From an optimization exercise on the open Yosys and OpenROAD flow, aimed at small area, a short achievable clock period and few clock cycles per item; shortcuts taken in it are not production practice.
Where RTL was checked, it was by simulation tests only, not by an equivalence proof against the original.

==> run F: inputs <==
## iter_multiplier
module iter_multiplier (
    input  logic        clk,
    input  logic        rst_n,
    input  logic        mul_start,
    input  logic [63:0] a,
    input  logic [63:0] b,
    input  logic [1:0]  op,
    input  logic        word,
    input  logic        next,
    output logic [63:0] mul_result,
    output logic        mul_ok,
    output logic        busy
);
    logic        busy_q, fix_q, ok_q;
    logic [63:0] a_q, b_q;
    logic        a64_q, b64_q;
    logic [66:0] s_q, c_q;
    logic        cy_q;
    logic [7:0]  lo_s_q, lo_c_q;
    logic [3:0]  one_q, two_q, neg_q;
    logic [2:0]  cnt_q;
    logic        word_q, fixop_q;
    wire idle = !busy_q && !ok_q;
    wire calc = busy_q && !fix_q;
    wire a_sgn_in = (op != 2'b11);
    wire b_sgn_in = !op[1];
    wire a64_in   = a_sgn_in & a[63];
    function automatic logic [2:0] benc(input logic x2, input logic x1, input logic x0);
        benc[0] = x1 ^ x0;                                   
        benc[1] = (x2 & ~x1 & ~x0) | (~x2 & x1 & x0);        
        benc[2] = x2;                                        
    endfunction
    logic [8:0] win;
    logic [3:0] one_d, two_d, neg_d;
    always_comb begin
        if (idle) win = b[8:0];
        else      win = {(cnt_q == 3'd6 && !word_q) ? b64_q : b_q[16], b_q[15:8]};
        for (int i = 0; i < 4; i++) begin
            logic [2:0] e;
            e = benc(win[2*i+2], win[2*i+1], win[2*i]);
            one_d[i] = e[0];
            two_d[i] = e[1];
            neg_d[i] = e[2];
        end
    end
    wire [66:0] ax = {a64_q, a64_q, a64_q, a_q};
    wire [66:0] ax2 = {ax[65:0], 1'b0};
    logic [66:0] e0, e1, e2, e3;
    always_comb begin
        logic [66:0] p0, p1, p2, p3;
        p0 = ({67{one_q[0]}} & ax | {67{two_q[0]}} & ax2) ^ {67{neg_q[0]}};
        p1 = ({67{one_q[1]}} & ax | {67{two_q[1]}} & ax2) ^ {67{neg_q[1]}};
        p2 = ({67{one_q[2]}} & ax | {67{two_q[2]}} & ax2) ^ {67{neg_q[2]}};
        p3 = ({67{one_q[3]}} & ax | {67{two_q[3]}} & ax2) ^ {67{neg_q[3]}};
        e0 = {~p0[66], p0[65:0]};
        e1 = {~p1[66], p1[65:0]};
        e2 = {~p2[66], p2[65:0]};
        e3 = {~p3[66], p3[65:0]};
    end
    wire [74:0] ts, tc;
    wire fs0 = s_q[7] ^ c_q[7];
    wire fc0 = s_q[7] & c_q[7];
    wire fs1 = s_q[8] ^ c_q[8];
  ...
export LEC_CHECK = 0
export CAP_MARGIN = 20
export CORE_MARGIN = 2
export CORE_UTILIZATION = 40
export SETUP_SLACK_MARGIN = 4.5
export SLEW_MARGIN = 20
create_clock -name core_clock -period 7.5 [get_ports {clk}]
run.sh (not shown) runs the stock make flow with config.mk's settings and CLKGATE_MAP_FILE= SYNTH_SCRIPT=/design/flow/synth_recipe.tcl, a recipe that flattens the netlist after the stock synthesis.
==> run D (differences from run F) <==
SETUP_SLACK_MARGIN = 4   (was 4.5)
==> summary of the runs <==
- In run D the count of clock-buffer cells in the layout is higher than in run F, by 3.
- Register-to-register slack: run D is worse than run F (0.06 ns).
- Against run D, the first-iteration DRC count of run F is higher by about 12%.
- Die area is the same in run D and run F.
- In critical path depth, run D and run F do not differ.
No functional check of the RTL was part of any run of this note.

* * *

==> run a: inputs <==
Another version of the RTL of iter_multiplier (not shown whole).
==> flow/config.mk <==
export PLATFORM = sky130hd
export DESIGN_NAME = iter_multiplier
export DESIGN_NICKNAME = iter_multiplier
export VERILOG_FILES = /design/flow/design.v
export SDC_FILE = /design/flow/constraint.sdc
export NUM_CORES = 4
export LEC_CHECK = 0
export CAP_MARGIN = 20
export CORE_MARGIN = 2
export CORE_UTILIZATION = 40
export CTS_CLUSTER_DIAMETER = 60
export CTS_CLUSTER_SIZE = 24
export PLACE_DENSITY = 0.8
export SETUP_SLACK_MARGIN = 4.5
export SLEW_MARGIN = 20
==> flow/constraint.sdc <==
create_clock -name core_clock -period 7.5 [get_ports {clk}]
set_input_delay 1.5000 -clock core_clock [delete_from_list [all_inputs] [get_ports {clk}]]
set_output_delay 1.5000 -clock core_clock [all_outputs]
set_load 0.01 [all_outputs]
standard.sh (not shown) runs the stock make flow with config.mk's settings and CLKGATE_MAP_FILE= SYNTH_SCRIPT=/design/flow/synth_recipe.tcl, a recipe that flattens the netlist after the stock synthesis.
==> flow/flow/run.sh <==
#!/bin/bash
set -e
export BUFFER_PORTS_ARGS="-buffer_cell sky130_fd_sc_hd__buf_2"
bash standard.sh > standard.log 2>&1
==> inputs of run b, as changes to run a <==
--- a/flow/design.v
+++ b/flow/design.v
@@ -15,11 +15,12 @@
     logic [63:0] a_q, b_q;
     logic        a64_q, b64_q;
     logic [66:0] s_q, c_q;
     logic        cy_q;
     logic [7:0]  lo_s_q, lo_c_q;
-    logic [3:0][3:0] one_s_q, two_s_q, neg_s_q;
+    logic [3:0]  one_q, two_q, neg_q;       
+    logic [3:0]  one_h_q, two_h_q, neg_h_q;  
     logic [2:0]  cnt_q;
     logic        word_q, fixop_q;
     wire idle = !busy_q && !ok_q;
     wire calc = busy_q && !fix_q && !inc_q;
     wire a_sgn_in = (op != 2'b11);
@@ -46,26 +47,18 @@
     wire [66:0] ax = {a64_q, a64_q, a64_q, a_q};
     wire [66:0] ax2 = {ax[65:0], 1'b0};
     logic [66:0] e0, e1, e2, e3;
     always_comb begin
         logic [66:0] p0, p1, p2, p3;
-        p0 = {({16{one_s_q[3][0]}} & ax[66:51] | {16{two_s_q[3][0]}} & ax2[66:51]) ^ {16{neg_s_q[3][0]}},
-              ({17{one_s_q[2][0]}} & ax[50:34] | {17{two_s_q[2][0]}} & ax2[50:34]) ^ {17{neg_s_q[2][0]}},
-              ({17{one_s_q[1][0]}} & ax[33:17] | {17{two_s_q[1][0]}} & ax2[33:17]) ^ {17{neg_s_q[1][0]}},
-              ({17{one_s_q[0][0]}} & ax[16:0] | {17{two_s_q[0][0]}} & ax2[16:0]) ^ {17{neg_s_q[0][0]}}};
-        p1 = {({16{one_s_q[3][1]}} & ax[66:51] | {16{two_s_q[3][1]}} & ax2[66:51]) ^ {16{neg_s_q[3][1]}},
-              ({17{one_s_q[2][1]}} & ax[50:34] | {17{two_s_q[2][1]}} & ax2[50:34]) ^ {17{neg_s_q[2][1]}},
-              ({17{one_s_q[1][1]}} & ax[33:17] | {17{two_s_q[1][1]}} & ax2[33:17]) ^ {17{neg_s_q[1][1]}},
-              ({17{one_s_q[0][1]}} & ax[16:0] | {17{two_s_q[0][1]}} & ax2[16:0]) ^ {17{neg_s_q[0][1]}}};
-        p2 = {({16{one_s_q[3][2]}} & ax[66:51] | {16{two_s_q[3][2]}} & ax2[66:51]) ^ {16{neg_s_q[3][2]}},
-              ({17{one_s_q[2][2]}} & ax[50:34] | {17{two_s_q[2][2]}} & ax2[50:34]) ^ {17{neg_s_q[2][2]}},
-              ({17{one_s_q[1][2]}} & ax[33:17] | {17{two_s_q[1][2]}} & ax2[33:17]) ^ {17{neg_s_q[1][2]}},
-              ({17{one_s_q[0][2]}} & ax[16:0] | {17{two_s_q[0][2]}} & ax2[16:0]) ^ {17{neg_s_q[0][2]}}};
-        p3 = {({16{one_s_q[3][3]}} & ax[66:51] | {16{two_s_q[3][3]}} & ax2[66:51]) ^ {16{neg_s_q[3][3]}},
-              ({17{one_s_q[2][3]}} & ax[50:34] | {17{two_s_q[2][3]}} & ax2[50:34]) ^ {17{neg_s_q[2][3]}},
-              ({17{one_s_q[1][3]}} & ax[33:17] | {17{two_s_q[1][3]}} & ax2[33:17]) ^ {17{neg_s_q[1][3]}},
-              ({17{one_s_q[0][3]}} & ax[16:0] | {17{two_s_q[0][3]}} & ax2[16:0]) ^ {17{neg_s_q[0][3]}}};
+        p0 = {({33{one_h_q[0]}} & ax[66:34] | {33{two_h_q[0]}} & ax2[66:34]) ^ {33{neg_h_q[0]}},
+              ({34{one_q[0]}} & ax[33:0] | {34{two_q[0]}} & ax2[33:0]) ^ {34{neg_q[0]}}};
+        p1 = {({33{one_h_q[1]}} & ax[66:34] | {33{two_h_q[1]}} & ax2[66:34]) ^ {33{neg_h_q[1]}},
+              ({34{one_q[1]}} & ax[33:0] | {34{two_q[1]}} & ax2[33:0]) ^ {34{neg_q[1]}}};
+        p2 = {({33{one_h_q[2]}} & ax[66:34] | {33{two_h_q[2]}} & ax2[66:34]) ^ {33{neg_h_q[2]}},
+              ({34{one_q[2]}} & ax[33:0] | {34{two_q[2]}} & ax2[33:0]) ^ {34{neg_q[2]}}};
+        p3 = {({33{one_h_q[3]}} & ax[66:34] | {33{two_h_q[3]}} & ax2[66:34]) ^ {33{neg_h_q[3]}},
+              ({34{one_q[3]}} & ax[33:0] | {34{two_q[3]}} & ax2[33:0]) ^ {34{neg_q[3]}}};
         e0 = {~p0[66], p0[65:0]};
         e1 = {~p1[66], p1[65:0]};
         e2 = {~p2[66], p2[65:0]};
         e3 = {~p3[66], p3[65:0]};
     end
@@ -193,19 +186,19 @@
     wire fs60 = s_q[3] ^ c_q[3];
     wire fc60 = s_q[3] & c_q[3];
     wire fs61 = s_q[4] ^ c_q[4];
     wire fc61 = s_q[4] & c_q[4];
     wire fs62, fc62;
-    assign {fc62, fs62} = {1'b0, s_q[5]} + {1'b0, c_q[5]} + {1'b0, neg_s_q[0][2]};
+    assign {fc62, fs62} = {1'b0, s_q[5]} + {1'b0, c_q[5]} + {1'b0, neg_q[2]};
     wire fs63 = e0[4] ^ e1[2];
     wire fc63 = e0[4] & e1[2];
     wire fs64, fc64;
     assign {fc64, fs64} = {1'b0, s_q[6]} + {1'b0, c_q[6]} + {1'b0, e0[5]};
     wire fs65 = e1[3] ^ e2[1];
     wire fc65 = e1[3] & e2[1];
     wire fs66, fc66;
-    assign {fc66, fs66} = {1'b0, neg_s_q[0][3]} + {1'b0, fs0} + {1'b0, e0[6]};
+    assign {fc66, fs66} = {1'b0, neg_q[3]} + {1'b0, fs0} + {1'b0, e0[6]};
     wire fs67, fc67;
     assign {fc67, fs67} = {1'b0, e1[4]} + {1'b0, e2[2]} + {1'b0, e3[0]};
     wire fs68, fc68;
     assign {fc68, fs68} = {1'b0, fc0} + {1'b0, fs1} + {1'b0, e0[7]};
     wire fs69, fc69;
@@ -451,11 +444,11 @@
     wire fs189 = s_q[1] ^ c_q[1];
     wire fc189 = s_q[1] & c_q[1];
     wire fs190 = s_q[2] ^ c_q[2];
     wire fc190 = s_q[2] & c_q[2];
     wire fs191, fc191;
-    assign {fc191, fs191} = {1'b0, neg_s_q[0][1]} + {1'b0, fs60} + {1'b0, e0[2]};
+    assign {fc191, fs191} = {1'b0, neg_q[1]} + {1'b0, fs60} + {1'b0, e0[2]};
     wire fs192, fc192;
     assign {fc192, fs192} = {1'b0, fc60} + {1'b0, fs61} + {1'b0, e0[3]};
     wire fs193, fc193;
     assign {fc193, fs193} = {1'b0, fc61} + {1'b0, fs62} + {1'b0, e2[0]};
     wire fs194, fc194;
@@ -586,12 +579,12 @@
     assign {fc256, fs256} = {1'b0, e3[61]} + {1'b0, fc187} + {1'b0, fc186};
     wire fs257, fc257;
     assign {fc257, fs257} = {1'b0, e1[66]} + {1'b0, e2[64]} + {1'b0, e3[62]};
     wire fs258 = 1'b1 ^ e2[65];
     wire fc258 = 1'b1 & e2[65];
-    wire fs259 = neg_s_q[0][0] ^ fs189;
-    wire fc259 = neg_s_q[0][0] & fs189;
+    wire fs259 = neg_q[0] ^ fs189;
+    wire fc259 = neg_q[0] & fs189;
     wire fs260, fc260;
     assign {fc260, fs260} = {1'b0, fc189} + {1'b0, fs190} + {1'b0, e0[1]};
     wire fs261, fc261;
     assign {fc261, fs261} = {1'b0, fc190} + {1'b0, e1[0]} + {1'b0, fs191};
     wire fs262, fc262;
@@ -1163,22 +1156,16 @@
             if (cnt_q != 3'd0 || fix_q) cy_q <= low9[8];
             cnt_q <= cnt_q + 3'd1;
         end
         lo_s_q <= ts[7:0];    
         lo_c_q <= tc[7:0];
-        one_s_q[0] <= one_d;
-        two_s_q[0] <= two_d;
-        neg_s_q[0] <= neg_d;
-        one_s_q[1] <= (calc && last) ? 4'b0 : one_d;
-        two_s_q[1] <= (calc && last) ? 4'b0 : two_d;
-        neg_s_q[1] <= (calc && last) ? 4'b0 : neg_d;
-        one_s_q[2] <= fix_q ? 4'b0 : one_d;
-        two_s_q[2] <= fix_q ? 4'b0 : two_d;
-        neg_s_q[2] <= fix_q ? 4'b0 : neg_d;
-        one_s_q[3] <= ok_q ? 4'b0 : one_d;
-        two_s_q[3] <= ok_q ? 4'b0 : two_d;
-        neg_s_q[3] <= ok_q ? 4'b0 : neg_d;
+        one_q <= one_d;
+        two_q <= two_d;
+        neg_q <= neg_d;
+        one_h_q <= (calc && last) ? 4'b0 : one_d;
+        two_h_q <= (calc && last) ? 4'b0 : two_d;
+        neg_h_q <= (calc && last) ? 4'b0 : neg_d;
     end
     always_ff @(posedge clk or negedge rst_n) begin
         if (!rst_n) begin
             busy_q <= 1'b0;
             fix_q  <= 1'b0;
CTS_CLUSTER_DIAMETER = not set   (was 60)
CTS_CLUSTER_SIZE = not set   (was 24)
PLACE_DENSITY = not set   (was 0.8)
==> inputs of run c, as changes to run a <==
--- a/flow/design.v
+++ b/flow/design.v
@@ -15,11 +15,12 @@
     logic [63:0] a_q, b_q;
     logic        a64_q, b64_q;
     logic [66:0] s_q, c_q;
     logic        cy_q;
     logic [7:0]  lo_s_q, lo_c_q;
-    logic [3:0][3:0] one_s_q, two_s_q, neg_s_q;
+    logic [3:0]  one_q, two_q, neg_q;       
+    logic [3:0]  one_h_q, two_h_q, neg_h_q;  
     logic [2:0]  cnt_q;
     logic        word_q, fixop_q;
     wire idle = !busy_q && !ok_q;
     wire calc = busy_q && !fix_q && !inc_q;
     wire a_sgn_in = (op != 2'b11);
@@ -46,26 +47,18 @@
     wire [66:0] ax = {a64_q, a64_q, a64_q, a_q};
     wire [66:0] ax2 = {ax[65:0], 1'b0};
     logic [66:0] e0, e1, e2, e3;
     always_comb begin
         logic [66:0] p0, p1, p2, p3;
-        p0 = {({16{one_s_q[3][0]}} & ax[66:51] | {16{two_s_q[3][0]}} & ax2[66:51]) ^ {16{neg_s_q[3][0]}},
-              ({17{one_s_q[2][0]}} & ax[50:34] | {17{two_s_q[2][0]}} & ax2[50:34]) ^ {17{neg_s_q[2][0]}},
-              ({17{one_s_q[1][0]}} & ax[33:17] | {17{two_s_q[1][0]}} & ax2[33:17]) ^ {17{neg_s_q[1][0]}},
-              ({17{one_s_q[0][0]}} & ax[16:0] | {17{two_s_q[0][0]}} & ax2[16:0]) ^ {17{neg_s_q[0][0]}}};
-        p1 = {({16{one_s_q[3][1]}} & ax[66:51] | {16{two_s_q[3][1]}} & ax2[66:51]) ^ {16{neg_s_q[3][1]}},
-              ({17{one_s_q[2][1]}} & ax[50:34] | {17{two_s_q[2][1]}} & ax2[50:34]) ^ {17{neg_s_q[2][1]}},
-              ({17{one_s_q[1][1]}} & ax[33:17] | {17{two_s_q[1][1]}} & ax2[33:17]) ^ {17{neg_s_q[1][1]}},
-              ({17{one_s_q[0][1]}} & ax[16:0] | {17{two_s_q[0][1]}} & ax2[16:0]) ^ {17{neg_s_q[0][1]}}};
-        p2 = {({16{one_s_q[3][2]}} & ax[66:51] | {16{two_s_q[3][2]}} & ax2[66:51]) ^ {16{neg_s_q[3][2]}},
-              ({17{one_s_q[2][2]}} & ax[50:34] | {17{two_s_q[2][2]}} & ax2[50:34]) ^ {17{neg_s_q[2][2]}},
-              ({17{one_s_q[1][2]}} & ax[33:17] | {17{two_s_q[1][2]}} & ax2[33:17]) ^ {17{neg_s_q[1][2]}},
-              ({17{one_s_q[0][2]}} & ax[16:0] | {17{two_s_q[0][2]}} & ax2[16:0]) ^ {17{neg_s_q[0][2]}}};
-        p3 = {({16{one_s_q[3][3]}} & ax[66:51] | {16{two_s_q[3][3]}} & ax2[66:51]) ^ {16{neg_s_q[3][3]}},
-              ({17{one_s_q[2][3]}} & ax[50:34] | {17{two_s_q[2][3]}} & ax2[50:34]) ^ {17{neg_s_q[2][3]}},
-              ({17{one_s_q[1][3]}} & ax[33:17] | {17{two_s_q[1][3]}} & ax2[33:17]) ^ {17{neg_s_q[1][3]}},
-              ({17{one_s_q[0][3]}} & ax[16:0] | {17{two_s_q[0][3]}} & ax2[16:0]) ^ {17{neg_s_q[0][3]}}};
+        p0 = {({33{one_h_q[0]}} & ax[66:34] | {33{two_h_q[0]}} & ax2[66:34]) ^ {33{neg_h_q[0]}},
+              ({34{one_q[0]}} & ax[33:0] | {34{two_q[0]}} & ax2[33:0]) ^ {34{neg_q[0]}}};
+        p1 = {({33{one_h_q[1]}} & ax[66:34] | {33{two_h_q[1]}} & ax2[66:34]) ^ {33{neg_h_q[1]}},
+              ({34{one_q[1]}} & ax[33:0] | {34{two_q[1]}} & ax2[33:0]) ^ {34{neg_q[1]}}};
+        p2 = {({33{one_h_q[2]}} & ax[66:34] | {33{two_h_q[2]}} & ax2[66:34]) ^ {33{neg_h_q[2]}},
+              ({34{one_q[2]}} & ax[33:0] | {34{two_q[2]}} & ax2[33:0]) ^ {34{neg_q[2]}}};
+        p3 = {({33{one_h_q[3]}} & ax[66:34] | {33{two_h_q[3]}} & ax2[66:34]) ^ {33{neg_h_q[3]}},
+              ({34{one_q[3]}} & ax[33:0] | {34{two_q[3]}} & ax2[33:0]) ^ {34{neg_q[3]}}};
         e0 = {~p0[66], p0[65:0]};
         e1 = {~p1[66], p1[65:0]};
         e2 = {~p2[66], p2[65:0]};
         e3 = {~p3[66], p3[65:0]};
     end
@@ -193,19 +186,19 @@
     wire fs60 = s_q[3] ^ c_q[3];
     wire fc60 = s_q[3] & c_q[3];
     wire fs61 = s_q[4] ^ c_q[4];
     wire fc61 = s_q[4] & c_q[4];
     wire fs62, fc62;
-    assign {fc62, fs62} = {1'b0, s_q[5]} + {1'b0, c_q[5]} + {1'b0, neg_s_q[0][2]};
+    assign {fc62, fs62} = {1'b0, s_q[5]} + {1'b0, c_q[5]} + {1'b0, neg_q[2]};
     wire fs63 = e0[4] ^ e1[2];
     wire fc63 = e0[4] & e1[2];
     wire fs64, fc64;
     assign {fc64, fs64} = {1'b0, s_q[6]} + {1'b0, c_q[6]} + {1'b0, e0[5]};
     wire fs65 = e1[3] ^ e2[1];
     wire fc65 = e1[3] & e2[1];
     wire fs66, fc66;
-    assign {fc66, fs66} = {1'b0, neg_s_q[0][3]} + {1'b0, fs0} + {1'b0, e0[6]};
+    assign {fc66, fs66} = {1'b0, neg_q[3]} + {1'b0, fs0} + {1'b0, e0[6]};
     wire fs67, fc67;
     assign {fc67, fs67} = {1'b0, e1[4]} + {1'b0, e2[2]} + {1'b0, e3[0]};
     wire fs68, fc68;
     assign {fc68, fs68} = {1'b0, fc0} + {1'b0, fs1} + {1'b0, e0[7]};
     wire fs69, fc69;
@@ -451,11 +444,11 @@
     wire fs189 = s_q[1] ^ c_q[1];
     wire fc189 = s_q[1] & c_q[1];
     wire fs190 = s_q[2] ^ c_q[2];
     wire fc190 = s_q[2] & c_q[2];
     wire fs191, fc191;
-    assign {fc191, fs191} = {1'b0, neg_s_q[0][1]} + {1'b0, fs60} + {1'b0, e0[2]};
+    assign {fc191, fs191} = {1'b0, neg_q[1]} + {1'b0, fs60} + {1'b0, e0[2]};
     wire fs192, fc192;
     assign {fc192, fs192} = {1'b0, fc60} + {1'b0, fs61} + {1'b0, e0[3]};
     wire fs193, fc193;
     assign {fc193, fs193} = {1'b0, fc61} + {1'b0, fs62} + {1'b0, e2[0]};
     wire fs194, fc194;
@@ -586,12 +579,12 @@
     assign {fc256, fs256} = {1'b0, e3[61]} + {1'b0, fc187} + {1'b0, fc186};
     wire fs257, fc257;
     assign {fc257, fs257} = {1'b0, e1[66]} + {1'b0, e2[64]} + {1'b0, e3[62]};
     wire fs258 = 1'b1 ^ e2[65];
     wire fc258 = 1'b1 & e2[65];
-    wire fs259 = neg_s_q[0][0] ^ fs189;
-    wire fc259 = neg_s_q[0][0] & fs189;
+    wire fs259 = neg_q[0] ^ fs189;
+    wire fc259 = neg_q[0] & fs189;
     wire fs260, fc260;
     assign {fc260, fs260} = {1'b0, fc189} + {1'b0, fs190} + {1'b0, e0[1]};
     wire fs261, fc261;
     assign {fc261, fs261} = {1'b0, fc190} + {1'b0, e1[0]} + {1'b0, fs191};
     wire fs262, fc262;
@@ -1163,22 +1156,16 @@
             if (cnt_q != 3'd0 || fix_q) cy_q <= low9[8];
             cnt_q <= cnt_q + 3'd1;
         end
         lo_s_q <= ts[7:0];    
         lo_c_q <= tc[7:0];
-        one_s_q[0] <= one_d;
-        two_s_q[0] <= two_d;
-        neg_s_q[0] <= neg_d;
-        one_s_q[1] <= (calc && last) ? 4'b0 : one_d;
-        two_s_q[1] <= (calc && last) ? 4'b0 : two_d;
-        neg_s_q[1] <= (calc && last) ? 4'b0 : neg_d;
-        one_s_q[2] <= fix_q ? 4'b0 : one_d;
-        two_s_q[2] <= fix_q ? 4'b0 : two_d;
-        neg_s_q[2] <= fix_q ? 4'b0 : neg_d;
-        one_s_q[3] <= ok_q ? 4'b0 : one_d;
-        two_s_q[3] <= ok_q ? 4'b0 : two_d;
-        neg_s_q[3] <= ok_q ? 4'b0 : neg_d;
+        one_q <= one_d;
+        two_q <= two_d;
+        neg_q <= neg_d;
+        one_h_q <= (calc && last) ? 4'b0 : one_d;
+        two_h_q <= (calc && last) ? 4'b0 : two_d;
+        neg_h_q <= (calc && last) ? 4'b0 : neg_d;
     end
     always_ff @(posedge clk or negedge rst_n) begin
         if (!rst_n) begin
             busy_q <= 1'b0;
             fix_q  <= 1'b0;
ABC_AREA = 1   (was not set)
==> summary of the runs <==
Maximum frequency: run c < run a < run b. Via count, lowest first: run b, run a, run c. Between run a and run b, the lower sequential share of layout area is in run b (gap 1.2 points). Die area: run b < run a < run c. Run c produced a clean layout. Run a finished clean. Run b passed the timing, design-rule and antenna checks. Between run a and run c, the lower synthesized cell count is in run a (gap about 15%, measured against run c). Of run a and run c, run a has the higher setup slack (gap 0.66 ps). Clock-buffer cell count: run b > run a > run c. Core utilization: run c > run b > run a. Between run a and run b, the lower clock skew is in run b (gap 24 ps).
==> figures <==
Run status: run c complete, no violations; run b complete, no violations; run a complete, no violations
Post-CTS setup buffer count: run c 30; run b 3; run a 3
Share of synthesized area occupied by flip-flops and latches: run c 29.3%; run b 30.0%; run a 31.2%
Length in cells of the worst reg-to-reg path: run c 10; run b 9; run a 9
Post-route cell area: run c 29,400 sq um; run b 28,400 sq um; run a 29,100 sq um
Fraction of area in registers: run c 25.9%; run b 26.8%; run a 28.1%
Mux cell area share after synthesis: run c 0%; run b 0.672%; run a 0.579%
Post-Synth Simple-Gate Area: run c 15.2%; run b 9.05%; run a 9.22%
Worst setup path start: run c one_h_q[0]; run b c_q[2]; run a c_q[7]
Fraction of the mapped netlist area in adder cells: run c 24.5%; run b 25.1%; run a 24.6%
Average via count per standard cell: run c 5.72; run b 5.75; run a 5.79
End of the worst register-to-register path: run c s_q[58]; run b b_q[14]; run a b_q[21]
Synthesized area per cell: run c 8.56 sq um; run b 10.1 sq um; run a 10.0 sq um
Row count: run c 93; run b 92; run a 93
Clock buffers created by TritonCTS: run c 28; run b 38; run a 31
Clock buffers and inverters, area share: run c 3.61%; run b 4.58%; run a 3.79%
Number of inverters outside the clock class in the layout: run c 410; run b 178; run a 194
Area of the multi-input gates: run c 16,300 sq um; run b 16,400 sq um; run a 16,600 sq um
Testbench counts of run b, summed over its fixed seeds: cycles 23,924, items 2,400.
Testbench counts of run c, summed over its fixed seeds: cycles 23,924, items 2,400.
For run a, only the layout was checked, not whether the RTL still works.

-- static timing again, ports no longer ideal --
The flow's constraints put no driver on any port. The routed layouts listed below were extracted and timed again, unchanged, in two steps. Step 1 assumes that a clkbuf_16 drives the clock port and a buf_2 every other input. Step 2 also shifts input and output timing later by t, the mid clock arrival at the registers, as if the neighbouring blocks saw the same clock. Slacks: no drivers / after step 1 / after step 2; pairs: no drivers / after step 1.
| run | t, ns | setup slack, ns | pins driven straight from the clock port |
|---|---|---|---|
| run F | 0.625 | 4.073 / 4.073 / 4.073 | 1 |
| run D | 0.624 | 4.018 / 4.018 / 4.018 | 1 |
| run a | 0.666 | 4.505 / 4.444 / 4.207 | 1 |
| run b | 0.623 | 4.571 / 4.571 / 4.517 | 1 |
| run c | 0.664 | 4.504 / 4.504 / 4.310 | 1 |
After both steps setup and hold are still met in every run listed. For run a, which loses most, drivers alone change the setup slack by -0.061 ns; drivers and shift together by -0.298 ns.
